What follows belongs to an exercise in optimizing a design on an open flow for small area, a short achievable clock period and few clock cycles per item; a production flow would make more cautious choices.
Function was checked by simulation only, so behaviour that the tests miss may differ from the original.
Power figures rest on the tool's default switching activity, not on a simulated workload.

==> design.v <==
module sprite_blit_colour_key_clip (
   input  logic        clock,
   input  logic        reset,
   input  logic        req_tvalid,
   output logic        req_tready,
   input  logic [31:0] req_tdata,
   output logic        rsp_tvalid,
   input  logic        rsp_tready,
   output logic [47:0] rsp_tdata,
   output logic [1:0]  rsp_tuser,
   output logic        rsp_tlast,
   input  logic        csr_we,
   input  logic [2:0]  csr_index,
   input  logic [11:0] csr_wdata
);
   localparam logic [15:0] KEY = 16'hF81F;
   logic [9:0]  wm1, hm1;           
   logic [11:0] px, py;             
   logic [1:0]  al, op;
   logic [11:0] sw, sh;             
   logic signed [12:0] xe;          
   logic signed [12:0] rowv;        
   logic [21:0]        pb;          
   logic               off_ff;
   logic [3:0]         mcnt;        
   logic               rdy_ff;
   logic [9:0]  c, r;
   logic        hit;
   logic        o_valid, o_we, o_last;
   logic [21:0] o_dest;
   logic [15:0] o_pix;
   function automatic logic [9:0] clamp_s_m1(input logic [10:0] v);
      if (v == 11'd0)      clamp_s_m1 = 10'd0;
      else if (v[10])      clamp_s_m1 = 10'd1023;
      else                 clamp_s_m1 = v[9:0] - 10'd1;
   endfunction
   function automatic logic [11:0] clamp_f(input logic [11:0] v);
      if (v == 12'd0)                 clamp_f = 12'd1;
      else if (v[11] && |v[10:0])     clamp_f = 12'd2048;
      else                            clamp_f = v;
   endfunction
   always_ff @(posedge clock) begin
      if (reset) begin
         wm1 <= 10'd0;
         hm1 <= 10'd0;
         px  <= 12'd0;
         py  <= 12'd0;
         al  <= 2'd0;
         op  <= 2'd0;
         sw  <= 12'd1024;
         sh  <= 12'd768;
      end else if (csr_we) begin
         case (csr_index)
            3'd0: wm1 <= clamp_s_m1(csr_wdata[10:0]);
            3'd1: hm1 <= clamp_s_m1(csr_wdata[10:0]);
            3'd2: px  <= csr_wdata;
            3'd3: py  <= csr_wdata;
            3'd4: al  <= csr_wdata[1:0];
            3'd5: op  <= csr_wdata[1:0];
            3'd6: sw  <= clamp_f(csr_wdata);
            default: sh <= clamp_f(csr_wdata);
         endcase
      end
   end
   logic signed [12:0] col;
   logic        colvis, rowvis, vis, first, col_wrap, row_wrap;
   logic        spr_ok, bg_ok, can_out, accept;
   logic [21:0] dest;
   assign col      = xe + $signed({3'b000, c});
   assign colvis   = !col[12] && (col[11:0] < sw);
   assign rowvis   = !rowv[12] && (rowv[11:0] < sh);
   assign vis      = colvis && rowvis;
   assign dest     = pb + {{9{col[12]}}, col};
   assign first    = (c == 10'd0) && (r == 10'd0);
   assign col_wrap = c >= wm1;
   assign row_wrap = r >= hm1;
   assign spr_ok   = req_tdata[15:0] != KEY;
   assign bg_ok    = req_tdata[31:16] != KEY;
   assign can_out    = !o_valid || rsp_tready;
   assign req_tready = rdy_ff && can_out;
   assign accept     = req_tvalid && req_tready;
   always_ff @(posedge clock) begin
      if (reset) begin
         c       <= 10'd0;
         r       <= 10'd0;
         hit     <= 1'b0;
         o_valid <= 1'b0;
      end else begin
         if (accept) begin
            o_valid <= 1'b1;
            hit     <= (first ? 1'b0 : hit) |
                       ((op == 2'd3) && vis && spr_ok && bg_ok);
            if (col_wrap) begin
               c <= 10'd0;
               r <= row_wrap ? 10'd0 : r + 10'd1;
            end else begin
               c <= c + 10'd1;
            end
         end else if (rsp_tready) begin
            o_valid <= 1'b0;
         end
      end
   end
   always_ff @(posedge clock) begin
      if (accept) begin
         o_we   <= vis && (op == 2'd2 || (!op[1] && spr_ok));
         o_dest <= vis ? dest : 22'd0;
         o_pix  <= req_tdata[15:0];
         o_last <= col_wrap && row_wrap;
      end
   end
   logic signed [12:0] shift_neg;    
   logic [3:0]  bidx;
   logic        mbit, restart;
   logic [21:0] pb_a, pb_b;
   logic [15:0] swx;
   assign swx = {4'd0, sw};
   always_comb begin
      shift_neg = 13'sd0;
      if (op != 2'd3) begin
         if (al == 2'd1)      shift_neg = -$signed({3'b000, ({1'b0, wm1} + 11'd1) >> 1});
         else if (al == 2'd2) shift_neg = ~$signed({3'b000, wm1});    
      end
      bidx = 4'd13 - mcnt;
      mbit = swx[bidx];
      if (mcnt == 4'd0) begin
         pb_a = pb;
         pb_b = ~{10'd0, sw} + 22'd1;
      end else begin
         pb_a = {pb[20:0], 1'b0};
         pb_b = mbit ? {{9{rowv[12]}}, rowv} : 22'd0;
      end
      restart = (csr_we && (csr_index == 3'd1 || csr_index == 3'd3 || csr_index == 3'd6)) ||
                (accept && col_wrap && row_wrap);
   end
   always_ff @(posedge clock) begin
      if (reset) begin
         xe     <= 13'sd0;
         rowv   <= 13'sd0;
         pb     <= 22'd0;
         off_ff <= 1'b0;
         mcnt   <= 4'd0;
         rdy_ff <= 1'b1;
      end else begin
         xe     <= $signed({px[11], px}) + shift_neg;
         off_ff <= (xe + $signed({3'b000, wm1}) < 0) || (xe >= $signed({1'b0, sw})) ||
                   ($signed({py[11], py}) + $signed({3'b000, hm1}) < 0) ||
                   ($signed(py) >= $signed({1'b0, sh}));
         if (mcnt == 4'd1) begin
            rowv <= $signed({py[11], py}) + $signed({3'b000, hm1}) - $signed({3'b000, r});
            pb   <= 22'd0;
         end else if (mcnt != 4'd0 || (accept && col_wrap)) begin
            pb <= pb_a + pb_b;
            if (mcnt == 4'd0)
               rowv <= rowv - 13'sd1;
         end
         if (restart)
            mcnt <= 4'd1;
         else if (mcnt == 4'd13)
            mcnt <= 4'd0;
         else if (mcnt != 4'd0)
            mcnt <= mcnt + 4'd1;
         rdy_ff <= !restart && !csr_we && !(mcnt != 4'd0 && mcnt != 4'd13);
      end
   end
   assign rsp_tvalid = o_valid;
   assign rsp_tdata  = {7'd0, off_ff, hit, o_pix, o_dest, o_we};
   assign rsp_tuser  = {op[1], op[0] & !op[1]};
   assign rsp_tlast  = o_last;
endmodule
==> run.sh <==
#!/bin/bash
# synth_recipe.tcl (not shown) runs the flow's synth.tcl, then flattens the netlist and writes it again
# the make line also repeats each setting of config.mk as NAME=value (left out here)
make -C /OpenROAD-flow-scripts/flow DESIGN_CONFIG=/design/flow/config.mk WORK_HOME=/design/flow/orfs CLKGATE_MAP_FILE= SYNTH_SCRIPT=/design/flow/synth_recipe.tcl finish
==> config.mk <==
export PLATFORM = sky130hd
export DESIGN_NAME = sprite_blit_colour_key_clip
export DESIGN_NICKNAME = sprite_blit_colour_key_clip
export VERILOG_FILES = /design/flow/design.v
export SDC_FILE = /design/flow/constraint.sdc
export NUM_CORES = 4
export LEC_CHECK = 0
export CAP_MARGIN = 20
export CORE_MARGIN = 2
export CORE_UTILIZATION = 40
export SETUP_SLACK_MARGIN = 3.0
export SLEW_MARGIN = 20
==> constraint.sdc <==
create_clock -name core_clock -period 7.0 [get_ports {clock}]
set_input_delay 1.4000 -clock core_clock [delete_from_list [all_inputs] [get_ports {clock}]]
set_output_delay 1.4000 -clock core_clock [all_outputs]
set_load 0.01 [all_outputs]
==> flow_summary.json, run 1 <==
{
  "initial_utilization": 0.404,
  "synth_top_area_frac": 0.207,
  "synth_edf_count": 40,
  "grt_setup_unrepaired": "false",
  "hold_path.class": "flop to flop",
  "worstSetupEndpointType": "flop",
  "synth_top_family_by_area": "simple AND/OR/NAND/NOR gates",
  "insertion_delay_ns": 0.46,
  "postRouteAntennaNets": 0,
  "track_usage": 0.222,
  "ys_seq_area_frac": 0.291,
  "slew_headroom": 0.300,
  "reg2reg_from": "c[2]",
  "fin_crit_ns": 3.93,
  "setup_viol_count_final": 0,
  "hold_start": "sh[2]",
  "ir_drop_uv": 182,
  "clock_sinks": 188,
  "setup_tns_ns": 0,
  "slowest_stage": "a221o_1",
  "reg2regPathDepth": 15,
  "finalHoldViolations": 0,
  "power_leakage_nw": 6.82,
  "synth.area.top_cells": "dfxtp_1, ha_1, edfxtp_1",
  "yosysMostFrequentCell": "nand2_1",
  "fmax_mhz": 255,
  "holdPathStages": 2,
  "synth_compound_area_frac": 0.173,
  "cts.clk_slew.worst_paths_ns": 0.08,
  "synth_commonest_cells": "nand2_1, ha_1, a21oi_1, nor2_1, dfxtp_1",
  "dieArea_um2": 37200,
  "avgSynthCellArea_um2": 7.98,
  "yosys.area_share.adder": 0.176,
  "drt_wl_total_mm": 41.6,
  "routedWlPerCell_um": 17.8,
  "synth-simple-area-share": 0.228,
  "cts_max_path_buffers": 2,
  "ys_seq_elements": 188,
  "hold_end": "sh[2]",
  "yosysWarnings": 1,
  "finalWorstSetupSlack_ns": 3.07,
  "fin_skew_ns": 0.0141,
  "drcViolationCount": 0,
  "cts_tree": "yes",
  "antenna_found_initial": 0,
  "grt_pass1_vias": 12100,
  "crit_chain": "ha_1, a21oi_2, nor2b_1, o21a_1, or3_4, a31oi_4, xnor2_4, ha_4, and2_4, a221o_1, a41oi_2, o211ai_1, a21oi_1, xor2_1, nor2_1",
  "critPathKind": "flop to flop",
  "synthArstFlopShare": 0,
  "worst_pin_slew_ns": 1.05,
  "grt_pass1_wl_mm": 64.6,
  "row_count": 69,
  "drtIter0Drc": 936,
  "die_w_um": 193,
  "cts_buffers": 17,
  "start_kind": "flop",
  "whs_ns": 0.460,
  "crit_arrival_ns": 4.15,
  "yosys-mux-area-fraction": 0.00841,
  "ys.flop_type": "dfxtp_1",
  "via_per_inst": 5.49,
  "crit_fanout": 6,
  "netlist_instances": 1791,
  "postLayoutCoreUtil": 0.472,
  "synth_xor_area_frac": 0.0730,
  "drive_gt1_frac": 0.0759,
  "dr.pass1.iters": 5,
  "clockRootBuffer": "clkbuf_16",
  "fin_crit_sh": 0.561,
  "grt_max_degree": 53,
  "critical-path-max-stage-delay_ns": 0.40,
  "synth_area_um2": 14300,
  "crit_family": "compound AO/OA/AOI/OAI gates",
  "cts.htree.levels": 4,
  "antennaDiodeCount": 0,
  "place_hpwl_mm": 31.6,
  "r2r-end": "o_dest[18]",
  "r2r_slack_ns": 3.07,
  "critPathRequiredTime_ns": 7.22,
  "io_pins": 105,
  "port_buffers": 97,
  "synth.distinct_cells": 75,
  "path_buf_inv": 0,
  "yosys.area.top_type": "dfxtp_1",
  "fin_nets": 2114,
  "dp_slack_ns": 2.51,
  "slew_violations": 0,
  "die_h_um": 193,
  "routabilityCongestion": 0.934,
  "gr-total-overflow": 0,
  "drv_cap": 0,
  "status": "complete, no violations",
  "cellPowerDensity_nw_per_um2": 242,
  "core-area_um2": 35400,
  "vias": 12900,
  "area_growth_pct": 16.9
}
## power breakdown
part,internal (mW),switching [mW]
Clock,0.476,0.505
Sequential,1.23,0.145
Combinational,0.694,0.991
## state kept, by name, indices dropped and copies added (netlist names), 2 cells and up
signal	cells
o_dest	22
pb	22
o_pix	16
rowv	13
xe	13
px	12
py	12
sh	12
sw	12
c	10
hm1	10
r	10
wm1	10
mcnt	4
al	2
op	2
## stage by stage
| stage | cell area [um2] | instances | power (mW) |
|---|---|---|---|
| final | 16700 | 2344 | 4.05 |
| after global routing | 16700 | 2344 | 4.32 |
| after CTS | 16300 | 2334 | 4.01 |
| after detailed placement | 15600 | 2292 | 2.96 |
| after global placement | 15600 | 2292 | 2.95 |
| after floorplan | 14300 | 1797 | 2.51 |
## cells in the final DEF, fill, tap and decap left out, types with 31 or more instances in the layout
cell type and n:
nand3_1 46, nand2_1 304, edfxtp_1 40, xnor2_1 60
nand4_1 31, nor3_1 33, xor2_1 54, inv_1 109
nor2_1 148, o21ai_0 45, a21oi_1 169, dfxtp_1 141
clkdlybuf4s50_1 95, ha_1 170
## per-layer routing
metal,track usage,vias up,part of all wire
met4,0.0842,0,0.036
met1,0.292,6036,0.45
met2,0.371,314,0.47
met5,0,-,0
met3,0.0311,70,0.042
li1,-,6453,-
## worst register-to-register path: stages, from the launching register on
cell	delay [ns]
dfxtp_2	0.37
ha_1	0.36
a21oi_2	0.19
nor2b_1	0.07
o21a_1	0.21
or3_4	0.38
a31oi_4	0.25
xnor2_4	0.18
ha_4	0.25
and2_4	0.14
a221o_1	0.40
a41oi_2	0.30
o211ai_1	0.19
a21oi_1	0.19
xor2_1	0.16
nor2_1	0.05
## layout make-up
type	count	area, um2
inverters	111	417
fillers	3509	18700
multi-input cells	1433	9810
flip-flops and latches	188	4180
clock inverters	15	150
well taps	461	577
clock buffers	17	425
repair buffers	119	1130
## kinds of logic (layout without fill, tap and decap cells)
group | count (synthesis) | count (layout)
and+or+nand+nor | 706 | 707
AOI/OAI and AO/OA | 399 | 400
adders and majority gates | 192 | 192
DFF | 188 | 188
buffers and inverters | 178 | 262
xor gates and xnor gates | 119 | 119
muxes | 8 | 8
other | 1 | 7
## what timing repair did
item	in CTS	in global routing
setup buffers	9	9
hold buffers	0	0
resized for setup	23	63
pin swaps	9	36
setup endpoints to repair	33	38
cloned	1	1
## worst max path at each step
stage	startpoint	endpoint	slack (ns)	depth (start not counted)
2_1_floorplan	rsp_tready	pb[3]	3.06	9
3_3_place_gp	mcnt[1]	pb[20]	2.59	17
3_5_place_dp	mcnt[1]	pb[20]	2.51	17
4_1_cts	mcnt[1]	pb[20]	2.99	17
5_1_grt	c[2]	o_dest[18]	2.92	15
6_report	c[2]	o_dest[18]	3.07	15
Testbench counts, summed over its fixed seeds: cycles 42,716, items 40,504.
==> run 2, diff against run 1 <==
--- a/config.mk
+++ b/config.mk
@@ -9,4 +9,3 @@
 export CORE_MARGIN = 2
 export CORE_UTILIZATION = 40
-export SETUP_SLACK_MARGIN = 3.0
 export SLEW_MARGIN = 20
==> flow_summary.json, run 2 <==
{
  "placed_cells": 2292,
  "fillers": 3537,
  "port_buffers": 97,
  "r2r_slack_ns": 2.45,
  "cts_hold_buf": 0,
  "met3WireLength_mm": 1.59,
  "via_per_inst": 5.46,
  "drcViolationCount": 0,
  "synth.distinct_cells": 75,
  "worstSetupEndpointType": "flop",
  "postRouteAntennaNets": 0,
  "routedWlPerCell_um": 17.4,
  "initial_utilization": 0.404,
  "critPathKind": "flop to flop",
  "drt-met1-wl_mm": 18.6,
  "die_h_um": 193,
  "hold_end": "sh[2]",
  "slew_violations": 0,
  "r2r-end": "pb[20]",
  "grt_pass1_wl_mm": 63.7,
  "drt_wl_total_mm": 40.5,
  "fin_crit_ns": 4.55,
  "slew_headroom": 0.317,
  "ys.flop_type": "dfxtp_1",
  "reg_top3": "o_dest: 22 flops, pb: 22 flops, o_pix: 16 flops",
  "highest_layer": "met4",
  "area_growth_pct": 13.2,
  "avgSynthCellArea_um2": 7.98,
  "whs_ns": 0.460,
  "track_usage": 0.219,
  "place_hpwl_mm": 31.6,
  "worst_pin_slew_ns": 1.02,
  "met2WireLength_mm": 18.9,
  "cts_max_path_buffers": 2,
  "yosys.area.top_type": "dfxtp_1",
  "start_kind": "flop",
  "antennaDiodeCount": 0,
  "gr-total-overflow": 0,
  "hold_path.class": "flop to flop",
  "clock_sinks": 188,
  "die_w_um": 193,
  "cts_tree": "yes",
  "synth_edf_count": 40,
  "routabilityCongestion": 0.934,
  "synth.area.top_cells": "dfxtp_1, ha_1, edfxtp_1",
  "cellPowerDensity_nw_per_um2": 244,
  "dieArea_um2": 37200,
  "ys_seq_area_frac": 0.291,
  "cts_setup_buffers": 0,
  "drtIter0Drc": 863,
  "cts.htree.levels": 4,
  "dr.pass1.iters": 5,
  "crit_fanout": 13,
  "netlist_instances": 1791,
  "synth_area_um2": 14300,
  "ys_seq_elements": 188,
  "fin_nets": 2095,
  "reg2reg_from": "mcnt[1]",
  "drv_cap": 0,
  "critPathRequiredTime_ns": 7.29,
  "reg2regPathDepth": 17,
  "mostFrequentLayoutCells": "nand2_1, ha_1, a21oi_1",
  "synth_commonest_cells": "nand2_1, ha_1, a21oi_1, nor2_1, dfxtp_1",
  "finalNonFillerCells": 2325,
  "setup_viol_count_final": 0,
  "holdPathStages": 2,
  "grt_pass1_vias": 12000,
  "yosysMostFrequentCell": "nand2_1",
  "synth_top_area_frac": 0.207,
  "io_pins": 105,
  "vias": 12700,
  "clockRootBuffer": "clkbuf_16",
  "core-area_um2": 35400,
  "fmax_mhz": 220,
  "mostFrequentLayoutCell": "nand2_1",
  "row_count": 69,
  "fin_skew_ns": 0.0146,
  "cts.clk_slew.worst_paths_ns": 0.08,
  "grt_setup_unrepaired": "false",
  "insertion_delay_ns": 0.46,
  "antenna_found_initial": 0,
  "power_leakage_nw": 6.69,
  "synthArstFlopShare": 0,
  "drive_gt1_frac": 0.0354,
  "grt_max_degree": 53,
  "cts_buffers": 17,
  "status": "complete, no violations",
  "cts_resized": 0,
  "ir_drop_uv": 181,
  "setup_tns_ns": 0,
  "crit_arrival_ns": 4.84,
  "hold_start": "sh[2]",
  "fin_crit_sh": 0.649,
  "finalHoldViolations": 0,
  "yosysWarnings": 1
}
==> run 2: cell types whose count changed in the layout (fill, tap and decap cells not counted), sizes merged <==
cell / change
nand4: -1
a31o: -1
buf: -17
clkdlybuf4s50: +1
dlygate4sd2: -1
==> run 2: final cells by class <==
type | instances | area (um2) | share of cell area
Multi-Input combinational cell | 1431 | 9430 | 0.583
Sequential cell | 188 | 4160 | 0.257
Timing Repair Buffer | 102 | 1010 | 0.0624
Tap cell | 461 | 577 | 0.0357
Clock buffer | 17 | 425 | 0.0263
Inverter | 111 | 417 | 0.0258
Clock inverter | 15 | 150 | 0.00928
==> run 2: how the worst max path moves through the flow <==
| stage | start | endpoint | slack (ns) | depth (start not counted) |
|---|---|---|---|---|
| after floorplan | rsp_tready | pb[3] | 3.06 | 9 |
| after global placement | mcnt[1] | pb[20] | 2.59 | 17 |
| after detailed placement | mcnt[1] | pb[20] | 2.51 | 17 |
| after CTS | mcnt[1] | pb[20] | 2.48 | 17 |
| after global routing | mcnt[1] | pb[20] | 2.17 | 17 |
| final | mcnt[1] | pb[20] | 2.45 | 17 |
==> run 2: logic make-up after synthesis <==
family,Yosys count,synth area share
simple gates,706,0.228
compound gates,399,0.173
fa+ha+maj,192,0.176
flops,188,0.291
buf+inv,178,0.0505
xor+xnor,119,0.0730
mux,8,0.00841
other cells,1,0.000263
==> run 2: power breakdown <==
part           internal (mW)  switching (mW)  leakage [nW]
Combinational          0.640           0.945          4.82
Sequential              1.23           0.144          1.59
Clock                  0.476           0.505         0.284
Total                   2.35            1.59          6.69
==> run 2: per-stage QoR <==
| stage | power [mW] | util | worst slack (ns) | cell area [um2] |
|---|---|---|---|---|
| after floorplan | 2.51 | - | 3.06 | 14300 |
| after CTS | 3.95 | 0.456 | 2.48 | 16200 |
| after global placement | 2.95 | 0.440 | 2.59 | 15600 |
| final | 3.94 | 0.457 | 2.45 | 16200 |
| after detailed placement | 2.96 | 0.440 | 2.51 | 15600 |
| after global routing | 4.21 | 0.457 | 2.17 | 16200 |
==> run 2: critical path: stages (launching register included) <==
cell and delay, ns:
dfxtp_1 0.48, inv_1 0.14, ha_1 0.38, mux4_2 0.52, nand2_1 0.09, a31o_2 0.32
nor2b_1 0.12, nor2_1 0.37, nor2_1 0.11, ha_1 0.38, a21o_1 0.20, a21oi_1 0.17
nor2_1 0.06, a2111oi_0 0.39, a21oi_1 0.17, a21oi_1 0.21, mux2i_1 0.20, a21oi_1 0.08
==> run 2: per-layer routing <==
metal,track usage,up-vias
met5,0,-
met4,0.0836,0
met3,0.0306,65
met2,0.363,301
met1,0.289,5926
li1,-,6413

-- separate check: timing with driven ports --
No port has a modelled driver above. Below, the same layouts with a new extraction and two added sets of constraints. Step 1 (the two cells are an assumption about what drives the block):
set clk [get_ports {clock}]
set_driving_cell -lib_cell sky130_fd_sc_hd__clkbuf_16 $clk
set_driving_cell -lib_cell sky130_fd_sc_hd__buf_2 [delete_from_list [all_inputs] $clk]
Step 2 moves the port delays by t, midway between the first and last clock arrival at a register: inputs arrive t later, outputs are due t later. That takes back most of the time a late clock gives input paths. Three values: no drivers, after step 1, after step 2; two values: the first two.
run | shift t [ns] | setup WS [ns] | latest minus earliest clock arrival (ns) | worst slew at a driven data input, ns
run 1 | 0.500 | 3.075 / 3.075 / 2.780 | 0.015 / 0.015 | 0.04
run 2 | 0.500 | 2.455 / 2.455 / 2.455 | 0.016 / 0.015 | 0.04
After both steps setup and hold are still met in every run listed. The setup slack of run 1, which loses most, moves by 0.000 ns with the drivers and by -0.295 ns with both steps.
